This design comes from an exercise in tuning for small area, a short achievable clock period and few clock cycles on the open sky130 flow, not from production work. Function was checked by simulation only, so behaviour that the tests miss may differ from the original. Power is estimated from default activity; no workload was simulated.

==> design/flow/design.v <==
package dcache_geom_pkg;
    parameter int NUM_SETS      = 8;
    parameter int WORDS_PER_BLK = 2;
    typedef logic [31:0] word_t;
    typedef logic [25:0] tag_t;
    typedef logic [2:0]  set_idx_t;
    typedef logic [0:0]  blk_off_t;
    typedef logic way_t;
    typedef struct packed {
        tag_t       tag;
        set_idx_t   idx;
        blk_off_t   blkoff;
        logic [1:0] bytoff;
    } dcache_addr_t;
    typedef struct packed {
        logic                         valid;
        logic                         dirty;
        tag_t                         tag;
        word_t [WORDS_PER_BLK-1:0]    data;
    } frame_t;
endpackage
package dcache_bus_pkg;
    typedef struct packed {
        logic  ren;
        logic  wen;
        logic [31:0] addr;
        logic [31:0] wdata;
    } dp_req_t;
    typedef struct packed {
        logic  hit;
        logic [31:0] rdata;
    } dp_rsp_t;
    typedef struct packed {
        logic  ren;
        logic  wen;
        logic [31:0] addr;
        logic [31:0] wdata;
    } mem_req_t;
    typedef struct packed {
        logic  busy;
        logic [31:0] rdata;
    } mem_rsp_t;
endpackage
`timescale 1ns/1ps
module dcache_array (
    input  logic     CLK,
    input  logic     nRST,
    input  dcache_geom_pkg::set_idx_t lookup_set,
    input  dcache_geom_pkg::tag_t     lookup_tag,
    output logic     hit,
    output dcache_geom_pkg::way_t     hit_way,
    output dcache_geom_pkg::way_t     victim_way,
    output dcache_geom_pkg::frame_t   victim_frame,
    output dcache_geom_pkg::frame_t   hit_frame,
    input  logic     upd_en,
    input  dcache_geom_pkg::set_idx_t upd_set,
    input  dcache_geom_pkg::way_t     upd_way,
    input  dcache_geom_pkg::frame_t   upd_frame,
    input  logic     touch_en,
    input  dcache_geom_pkg::set_idx_t touch_set,
    input  dcache_geom_pkg::way_t     touch_way,
    input  dcache_geom_pkg::set_idx_t scan_set,
    input  dcache_geom_pkg::way_t     scan_way,
    output dcache_geom_pkg::frame_t   scan_frame
);
    localparam int FW = 2 + 26 + 32*dcache_geom_pkg::WORDS_PER_BLK;
    logic [2*dcache_geom_pkg::NUM_SETS*FW-1:0] frames;
    logic [dcache_geom_pkg::NUM_SETS-1:0] recent;
    logic [1:0] way_match;
    for (genvar f = 0; f < 2*dcache_geom_pkg::NUM_SETS; f++) begin : g_frame
        dcache_geom_pkg::frame_t frame_q;
        always_ff @(posedge CLK, negedge nRST) begin
            if (!nRST) begin
                frame_q <= '0;
            end else if (upd_en && ({upd_way, upd_set} == f)) begin
                frame_q <= upd_frame;
            end
        end
        assign frames[f*FW +: FW] = frame_q;
    end
    always_ff @(posedge CLK, negedge nRST) begin
        if (!nRST) begin
            recent <= '0;
        end else if (touch_en) begin
            recent[touch_set] <= touch_way;
        end
    end
    dcache_geom_pkg::frame_t lookup_f0, lookup_f1;
    assign lookup_f0 = frames[{1'b0, lookup_set}*FW +: FW];
    assign lookup_f1 = frames[{1'b1, lookup_set}*FW +: FW];
    always_comb begin
        way_match[0] = lookup_f0.valid && (lookup_f0.tag == lookup_tag);
        way_match[1] = lookup_f1.valid && (lookup_f1.tag == lookup_tag);
    end
    assign hit       = |way_match;
    assign hit_way   = way_match[1];
    assign hit_frame = hit_way ? lookup_f1 : lookup_f0;
    assign victim_way   = ~recent[lookup_set];
    assign victim_frame = victim_way ? lookup_f1 : lookup_f0;
    assign scan_frame = frames[{scan_way, scan_set}*FW +: FW];
endmodule
`timescale 1ns/1ps
module dcache_ctrl (
    input  logic     CLK,
    input  logic     nRST,
    input  dcache_bus_pkg::dp_req_t  dp_req,
    output dcache_bus_pkg::dp_rsp_t  dp_rsp,
    input  logic     halt,
    output logic     flushed,
    output dcache_bus_pkg::mem_req_t mem_req,
    input  dcache_bus_pkg::mem_rsp_t mem_rsp,
    output dcache_geom_pkg::set_idx_t lookup_set,
    output dcache_geom_pkg::tag_t     lookup_tag,
    input  logic     hit,
    input  dcache_geom_pkg::way_t     hit_way,
    input  dcache_geom_pkg::way_t     victim_way,
    input  dcache_geom_pkg::frame_t   victim_frame,
    input  dcache_geom_pkg::frame_t   hit_frame,
    output logic     upd_en,
    output dcache_geom_pkg::set_idx_t upd_set,
    output dcache_geom_pkg::way_t     upd_way,
    output dcache_geom_pkg::frame_t   upd_frame,
    output logic     touch_en,
    output dcache_geom_pkg::set_idx_t touch_set,
    output dcache_geom_pkg::way_t     touch_way,
    output dcache_geom_pkg::set_idx_t scan_set,
    output dcache_geom_pkg::way_t     scan_way,
    input  dcache_geom_pkg::frame_t   scan_frame
);
    typedef enum logic [3:0] {
        IDLE,
        WB0,
        WB1,
        ALLOC0,
        ALLOC1,
        FLUSH_SCAN,
        FLUSH_WB0,
        FLUSH_WB1,
        FLUSHED
    } state_t;
    state_t       state, next_state;
    logic [3:0]   slot, next_slot;
    dcache_geom_pkg::dcache_addr_t req_addr;
    logic         req_valid;
    logic         last_slot;
    function automatic logic [31:0] blk_addr(input logic [25:0] tag, input logic [2:0] idx,
                                             input logic off);
        blk_addr = {tag, idx, off, 2'b00};
    endfunction
    assign req_addr  = dp_req.addr;
    assign req_valid = dp_req.ren || dp_req.wen;
    assign lookup_set = req_addr.idx;
    assign lookup_tag = req_addr.tag;
    assign touch_set  = req_addr.idx;
    assign touch_way  = hit_way;
    assign scan_set  = slot[2:0];
    assign scan_way  = slot[3];
    assign last_slot = (slot == 4'hF);
    assign flushed = (state == FLUSHED);
    always_ff @(posedge CLK, negedge nRST) begin
        if (!nRST) begin
            state <= IDLE;
            slot  <= '0;
        end else begin
            state <= next_state;
            slot  <= next_slot;
        end
    end
    always_comb begin
        next_state   = state;
        next_slot    = slot;
        dp_rsp.hit   = 1'b0;
        dp_rsp.rdata = req_addr.blkoff ? hit_frame.data[1] : hit_frame.data[0];
        mem_req      = '0;
        upd_en       = 1'b0;
        upd_set      = req_addr.idx;
        upd_way      = victim_way;
        upd_frame    = victim_frame;
        touch_en     = 1'b0;
        case (state)
            IDLE: begin
                if (halt) begin
                    next_state = FLUSH_SCAN;
                    next_slot  = '0;
                end else if (req_valid) begin
                    if (hit) begin
                        dp_rsp.hit = 1'b1;
                        touch_en   = 1'b1;
                        if (dp_req.wen) begin
                            upd_en    = 1'b1;
                            upd_way   = hit_way;
                            upd_frame = hit_frame;
                            upd_frame.dirty = 1'b1;
                            if (req_addr.blkoff) begin
                                upd_frame.data[1] = dp_req.wdata;
                            end else begin
                                upd_frame.data[0] = dp_req.wdata;
                            end
                        end
                    end else if (victim_frame.valid && victim_frame.dirty) begin
                        next_state = WB0;
                    end else begin
                        next_state = ALLOC0;
                    end
                end
            end
            WB0, WB1: begin
                mem_req.wen = 1'b1;
                mem_req.addr = blk_addr(victim_frame.tag, req_addr.idx, (state == WB1));
                mem_req.wdata = (state == WB1) ? victim_frame.data[1] : victim_frame.data[0];
                if (!mem_rsp.busy) begin
                    next_state = (state == WB0) ? WB1 : ALLOC0;
                end
            end
            ALLOC0: begin
                mem_req.ren  = 1'b1;
                mem_req.addr = blk_addr(req_addr.tag, req_addr.idx, 1'b0);
                if (!mem_rsp.busy) begin
                    upd_en    = 1'b1;
                    upd_frame.valid   = 1'b0;
                    upd_frame.dirty   = 1'b0;
                    upd_frame.data[0] = mem_rsp.rdata;
                    next_state = ALLOC1;
                end
            end
            ALLOC1: begin
                mem_req.ren  = 1'b1;
                mem_req.addr = blk_addr(req_addr.tag, req_addr.idx, 1'b1);
                if (!mem_rsp.busy) begin
                    upd_en    = 1'b1;
                    upd_frame.valid   = 1'b1;
                    upd_frame.dirty   = 1'b0;
                    upd_frame.tag     = req_addr.tag;
                    upd_frame.data[1] = mem_rsp.rdata;
                    next_state = IDLE;
                end
            end
            FLUSH_SCAN: begin
                if (scan_frame.valid && scan_frame.dirty) begin
                    next_state = FLUSH_WB0;
                end else if (last_slot) begin
                    next_state = FLUSHED;
                end else begin
                    next_slot = slot + 4'd1;
                end
            end
            FLUSH_WB0, FLUSH_WB1: begin
                mem_req.wen = 1'b1;
                mem_req.addr = blk_addr(scan_frame.tag, scan_set, (state == FLUSH_WB1));
                mem_req.wdata = (state == FLUSH_WB1) ? scan_frame.data[1] : scan_frame.data[0];
                if (!mem_rsp.busy) begin
                    if (state == FLUSH_WB0) begin
                        next_state = FLUSH_WB1;
                    end else begin
                        upd_en    = 1'b1;
                        upd_set   = scan_set;
                        upd_way   = scan_way;
                        upd_frame = scan_frame;
                        upd_frame.dirty = 1'b0;
                        next_state = last_slot ? FLUSHED : FLUSH_SCAN;
                        next_slot  = last_slot ? slot : slot + 4'd1;
                    end
                end
            end
            FLUSHED: begin
                next_state = FLUSHED;
            end
            default: begin
                next_state = IDLE;
            end
        endcase
    end
endmodule
`timescale 1ns/1ps
module dcache_top (
    input  logic     CLK,
    input  logic     nRST,
    input  dcache_bus_pkg::dp_req_t  dp_req,
    output dcache_bus_pkg::dp_rsp_t  dp_rsp,
    input  logic     halt,
    output logic     flushed,
    output dcache_bus_pkg::mem_req_t mem_req,
    input  dcache_bus_pkg::mem_rsp_t mem_rsp
);
    dcache_geom_pkg::set_idx_t lookup_set;
    dcache_geom_pkg::tag_t     lookup_tag;
    logic     hit;
    dcache_geom_pkg::way_t     hit_way;
    dcache_geom_pkg::way_t     victim_way;
    dcache_geom_pkg::frame_t   victim_frame;
    dcache_geom_pkg::frame_t   hit_frame;
    logic     upd_en;
    dcache_geom_pkg::set_idx_t upd_set;
    dcache_geom_pkg::way_t     upd_way;
    dcache_geom_pkg::frame_t   upd_frame;
    logic     touch_en;
    dcache_geom_pkg::set_idx_t touch_set;
    dcache_geom_pkg::way_t     touch_way;
    dcache_geom_pkg::set_idx_t scan_set;
    dcache_geom_pkg::way_t     scan_way;
    dcache_geom_pkg::frame_t   scan_frame;
    dcache_ctrl i_dcache_ctrl (
        .CLK          (CLK),
        .nRST         (nRST),
        .dp_req       (dp_req),
        .dp_rsp       (dp_rsp),
        .halt         (halt),
        .flushed      (flushed),
        .mem_req      (mem_req),
        .mem_rsp      (mem_rsp),
        .lookup_set   (lookup_set),
        .lookup_tag   (lookup_tag),
        .hit          (hit),
        .hit_way      (hit_way),
        .victim_way   (victim_way),
        .victim_frame (victim_frame),
        .hit_frame    (hit_frame),
        .upd_en       (upd_en),
        .upd_set      (upd_set),
        .upd_way      (upd_way),
        .upd_frame    (upd_frame),
        .touch_en     (touch_en),
        .touch_set    (touch_set),
        .touch_way    (touch_way),
        .scan_set     (scan_set),
        .scan_way     (scan_way),
        .scan_frame   (scan_frame)
    );
    dcache_array i_dcache_array (
        .CLK          (CLK),
        .nRST         (nRST),
        .lookup_set   (lookup_set),
        .lookup_tag   (lookup_tag),
        .hit          (hit),
        .hit_way      (hit_way),
        .victim_way   (victim_way),
        .victim_frame (victim_frame),
        .hit_frame    (hit_frame),
        .upd_en       (upd_en),
        .upd_set      (upd_set),
        .upd_way      (upd_way),
        .upd_frame    (upd_frame),
        .touch_en     (touch_en),
        .touch_set    (touch_set),
        .touch_way    (touch_way),
        .scan_set     (scan_set),
        .scan_way     (scan_way),
        .scan_frame   (scan_frame)
    );
endmodule
`timescale 1ns/1ps
module dcache (
    input  logic        clk,
    input  logic        rst_n,
    input  logic        dp_ren,
    input  logic        dp_wen,
    input  logic [31:0] dp_addr,
    input  logic [31:0] dp_wdata,
    output logic        dp_hit,
    output logic [31:0] dp_rdata,
    input  logic        halt,
    output logic        flushed,
    output logic        mem_ren,
    output logic        mem_wen,
    output logic [31:0] mem_addr,
    output logic [31:0] mem_wdata,
    input  logic        mem_busy,
    input  logic [31:0] mem_rdata
);
    dcache_bus_pkg::dp_req_t  dp_req;
    dcache_bus_pkg::dp_rsp_t  dp_rsp;
    dcache_bus_pkg::mem_req_t mem_req;
    dcache_bus_pkg::mem_rsp_t mem_rsp;
    assign dp_req.ren    = dp_ren;
    assign dp_req.wen    = dp_wen;
    assign dp_req.addr   = dp_addr;
    assign dp_req.wdata  = dp_wdata;
    assign dp_hit        = dp_rsp.hit;
    assign dp_rdata      = dp_rsp.rdata;
    assign mem_ren       = mem_req.ren;
    assign mem_wen       = mem_req.wen;
    assign mem_addr      = mem_req.addr;
    assign mem_wdata     = mem_req.wdata;
    assign mem_rsp.busy  = mem_busy;
    assign mem_rsp.rdata = mem_rdata;
    dcache_top i_dcache_top (
        .CLK     (clk),
        .nRST    (rst_n),
        .dp_req  (dp_req),
        .dp_rsp  (dp_rsp),
        .halt    (halt),
        .flushed (flushed),
        .mem_req (mem_req),
        .mem_rsp (mem_rsp)
    );
endmodule
==> design/flow/run.sh <==
#!/bin/bash
# synth_recipe.tcl (not shown) runs the flow's synth.tcl, then flattens the netlist and writes it again
# the make line also repeats each setting of config.mk as NAME=value (left out here)
make -C /OpenROAD-flow-scripts/flow DESIGN_CONFIG=/design/flow/config.mk WORK_HOME=/design/flow/orfs CLKGATE_MAP_FILE= SYNTH_SCRIPT=/design/flow/synth_recipe.tcl finish
==> design/flow/config.mk <==
export PLATFORM = sky130hd
export DESIGN_NAME = dcache
export DESIGN_NICKNAME = dcache
export VERILOG_FILES = /design/flow/design.v
export SDC_FILE = /design/flow/constraint.sdc
export NUM_CORES = 4
export LEC_CHECK = 0
export CAP_MARGIN = 20
export CORE_MARGIN = 2
export CORE_UTILIZATION = 40
export SLEW_MARGIN = 20
==> design/flow/constraint.sdc <==
create_clock -name core_clock -period 10.0 [get_ports {clk}]
set_input_delay 2.0000 -clock core_clock [delete_from_list [all_inputs] [get_ports {clk}]]
set_output_delay 2.0000 -clock core_clock [all_outputs]
set_load 0.01 [all_outputs]
==> impl_metrics.py <==
metrics = {
    "global_routing": {
        "grt_pass1_vias": 61700,
        "grt_max_degree": 160,
        "grt.total_usage_pct": 26.5,
        "grt_pass1_wl_mm": 436,
        "gr-total-overflow": 0,
        "antenna_found_initial": 17,
    },
    "worst_setup_path": {
        "cp.buffers_inverters": 4,
        "path_cells": "buf_8 -> mux4_2 -> mux2i_1 -> xnor2_1 -> a2111oi_0 -> nand4_1 -> nor4_4 -> buf_12 -> buf_4 -> mux2i_1 -> nor2_1 -> a31o_2 -> clkdlybuf4s50_1",
        "crit_top_cell": "mux2i_1",
        "required_ps": 8000,
        "reg2reg_slack_ps": 4350,
        "cp-end-kind": "output port",
        "worst_path_dominant_cell_family": "buffers and inverters",
        "critical_path_class": "in2out",
        "worst_setup_path_start_kind": "input port",
        "crit_path_top_delay_cell": "mux4_2",
        "critPathMaxStageDelay_ps": 590,
        "path_max_fanout": 57,
        "arrival_ps": 6900,
    },
    "clock_tree": {
        "cts_resized": 0,
        "cts-htree-levels": 4,
        "cts_root_buffer": "clkbuf_16",
        "post_cts_buffers": 0,
        "cts_tree": "done",
        "path_clk_slew_ps": 60,
        "cts_buffers": 164,
        "max-clock-path-buffers": 3,
        "cts_sinks": 1488,
        "clk_latency_ps": 850,
        "ctsHoldBuffers": 0,
    },
    "flow_run": {
        "cap_violations": 0,
    },
    "timing": {
        "min_period_over_period_pct": 89.0,
        "fin_skew_ps": 65.3,
        "fmax_mhz": 112,
        "period_needed_ps": 8900,
        "setup-violations-final": 0,
        "tightest_slew_ps": 1230,
        "tns_ps": 0,
        "report.final.hold_viol_count": 0,
        "rsz0062_at_grt": "no",
        "slew_headroom_pct": 17.7,
        "slew_viol_final": 0,
        "fin_ws_ps": 1100,
    },
    "cells_and_area": {
        "final_nets": 6452,
        "drive_gt1_share_pct": 43.4,
        "area_growth_pct": 11.6,
        "layout_commonest_cell": "dfrtp_1",
        "final_cell_mix": "dfrtp_1, mux2_2, mux4_2",
        "final_area_um2": 98400,
    },
    "die": {
        "die_h_um": 473,
        "die_x_um": 473,
        "ioPinCount": 202,
        "num_rows": 172,
        "initial_core_util_pct": 40.2,
        "core_area_um2": 219000,
        "dieArea_um2": 224000,
    },
    "place": {
        "place.gp.congestion": 0.900,
        "dpl_cell_area_um2": 92500,
        "dp_hpwl_mm": 175,
        "dpl_worst_slack_ps": 1170,
        "portBuffers": 197,
    },
    "pwr": {
        "ir_drop_mv": 0.164,
        "finalPower_mw": 25.2,
        "powerDensity_nw_per_um2": 256,
        "leakage_nw": 42.7,
    },
    "logic_synthesis": {
        "syn_avg_cell_area_um2": 13.7,
        "synth_edf_count": 0,
        "synth_cells": 6437,
        "synth-seq-area-share_pct": 42.2,
        "synth-compound-area-share_pct": 6.40,
        "synthMuxAreaShare_pct": 42.1,
        "synth_top_family_by_area": "multiplexers",
        "synth_top_flop_cell": "dfrtp_1",
        "ys_warn_count": 2,
        "synthXorXnorAreaFrac_pct": 0.378,
        "yosys.area_share.simple_pct": 4.94,
        "yosys.area_share.adder_pct": 0.0568,
        "netlist_area_um2": 88200,
        "synth_cell_types": 95,
        "synthArstFlopShare_pct": 100,
        "synth-seq-cells": 1488,
    },
    "routing": {
        "drt_pass1_iterations": 7,
        "via_per_inst": 6.45,
        "wl_per_cell_um": 31.8,
        "drt_iter0_drc": 6021,
        "num_vias": 60500,
        "wirelength_mm": 298,
        "drcViolationCount": 0,
        "antenna_left": 0,
    },
    "status": {
        "status": "no timing/DRC/antenna violations",
    },
    "min_path": {
        "min_path_type": "reg2reg",
    },
}
==> cell usage after synthesis, drive strengths merged (28+ instances only) <==
master,number,area (um^2)
mux2,1535,17300
dfrtp,1488,37200
mux4,780,17600
buf,386,2300
nand2,344,1290
clkbuf,248,937
mux2i,222,2260
nor2,218,833
a21oi,206,1070
o21ai,163,880
a22oi,72,541
o211ai,60,485
a31oi,54,344
inv,51,191
and2,47,294
nor2b,45,282
or2,37,231
a31o,32,280
nor3,32,170
nor4,32,488
a22o,30,263
a21o,28,210
==> flip-flops by register name, summed over array words and instances (netlist names) <==
register,cells
i_dcache_top.i_dcache_array.g_frame.frame_q,1472
i_dcache_top.i_dcache_ctrl.slot,4
i_dcache_top.i_dcache_ctrl.state,4
i_dcache_top.i_dcache_array.recent,8
==> kinds of logic (layout without fill, tap and decap cells) <==
family / after synthesis / after routing
compound gates: 814 / 814
fa+ha+maj: 4 / 4
other cells: 1 / 18
buf+inv: 685 / 727
xor+xnor: 38 / 38
simple gates: 870 / 870
flops: 1488 / 1488
mux: 2537 / 2537
==> final timing paths <==
kind / from / to / cells past startpoint
worst max-delay path: dp_addr[3] / dp_rdata[5] / 13
worst min-delay path: flip-flop / flip-flop / 1
worst max register to register: flip-flop / flip-flop / 11
worst min register to register: flip-flop / flip-flop / 1
max in group asynchronous: rst_n / asynchronous set/reset pin / 3
min in group asynchronous: rst_n / asynchronous set/reset pin / 1
==> where the power goes <==
group          internal (mW)  switching (mW)
clock network           3.75            2.67
registers               7.50            1.17
logic                   4.38            5.73
==> per-stage QoR <==
| step | hold slack (ps) | cells | utilization (%) |
|---|---|---|---|
| 2_1_floorplan | 453 | 6438 | - |
| 3_3_place_gp | 473 | 9041 | 42.2 |
| 3_5_place_dp | 478 | 9042 | 42.2 |
| 4_1_cts | 499 | 9342 | 44.8 |
| 5_1_grt | 505 | 9364 | 44.9 |
| 6_report | 503 | 9367 | 44.9 |
==> routing by layer <==
metal	part of all wire, %	GRT usage [%]	up-vias
li1	-	-	24600
met1	40	34.9	32300
met2	46	41.5	2769
met3	7.7	5.15	794
met4	5.9	13.7	6
met5	0.015	0	-
==> cell type report <==
class	instances	area, um^2
Clock inverter	56	922
Inverter	51	196
Clock buffer	244	4780
Fill cell	19300	121000
Multi-Input combinational cell	4265	47800
Timing Repair Buffer	376	3870
Antenna cell	16	40.0
Tap cell	2871	3590
Sequential cell	1488	37300
Testbench counts, summed over its fixed seeds: cycles 9,513.

what the ideal ports hide:
In the flow no input, the clock included, has a driving cell. The finished layout below was timed again as built, in two steps.
Step 1 (the two cells are an assumption about what drives the block):
set clk [get_ports {clk}]
set_driving_cell -lib_cell sky130_fd_sc_hd__clkbuf_16 $clk
set_driving_cell -lib_cell sky130_fd_sc_hd__buf_2 [delete_from_list [all_inputs] $clk]
Step 2 also shifts input and output timing later by t, the mid clock arrival at the registers, as if the neighbouring blocks saw the same clock.
a / b / c = no drivers / after step 1 / after step 2; a / b = the first two.
t (ns): 0.910
setup WS [ns]: 1.100 / 1.051 / 1.051
hold WS [ns]: 0.503 / 0.503 / 0.503
worst register clock-pin slew, ns: 0.07 / 0.07
worst slew at a driven data input, ns: 0.29
After both steps this run still meets setup and hold. The setup slack of this run moves by -0.049 ns with the drivers and by -0.049 ns with both steps.
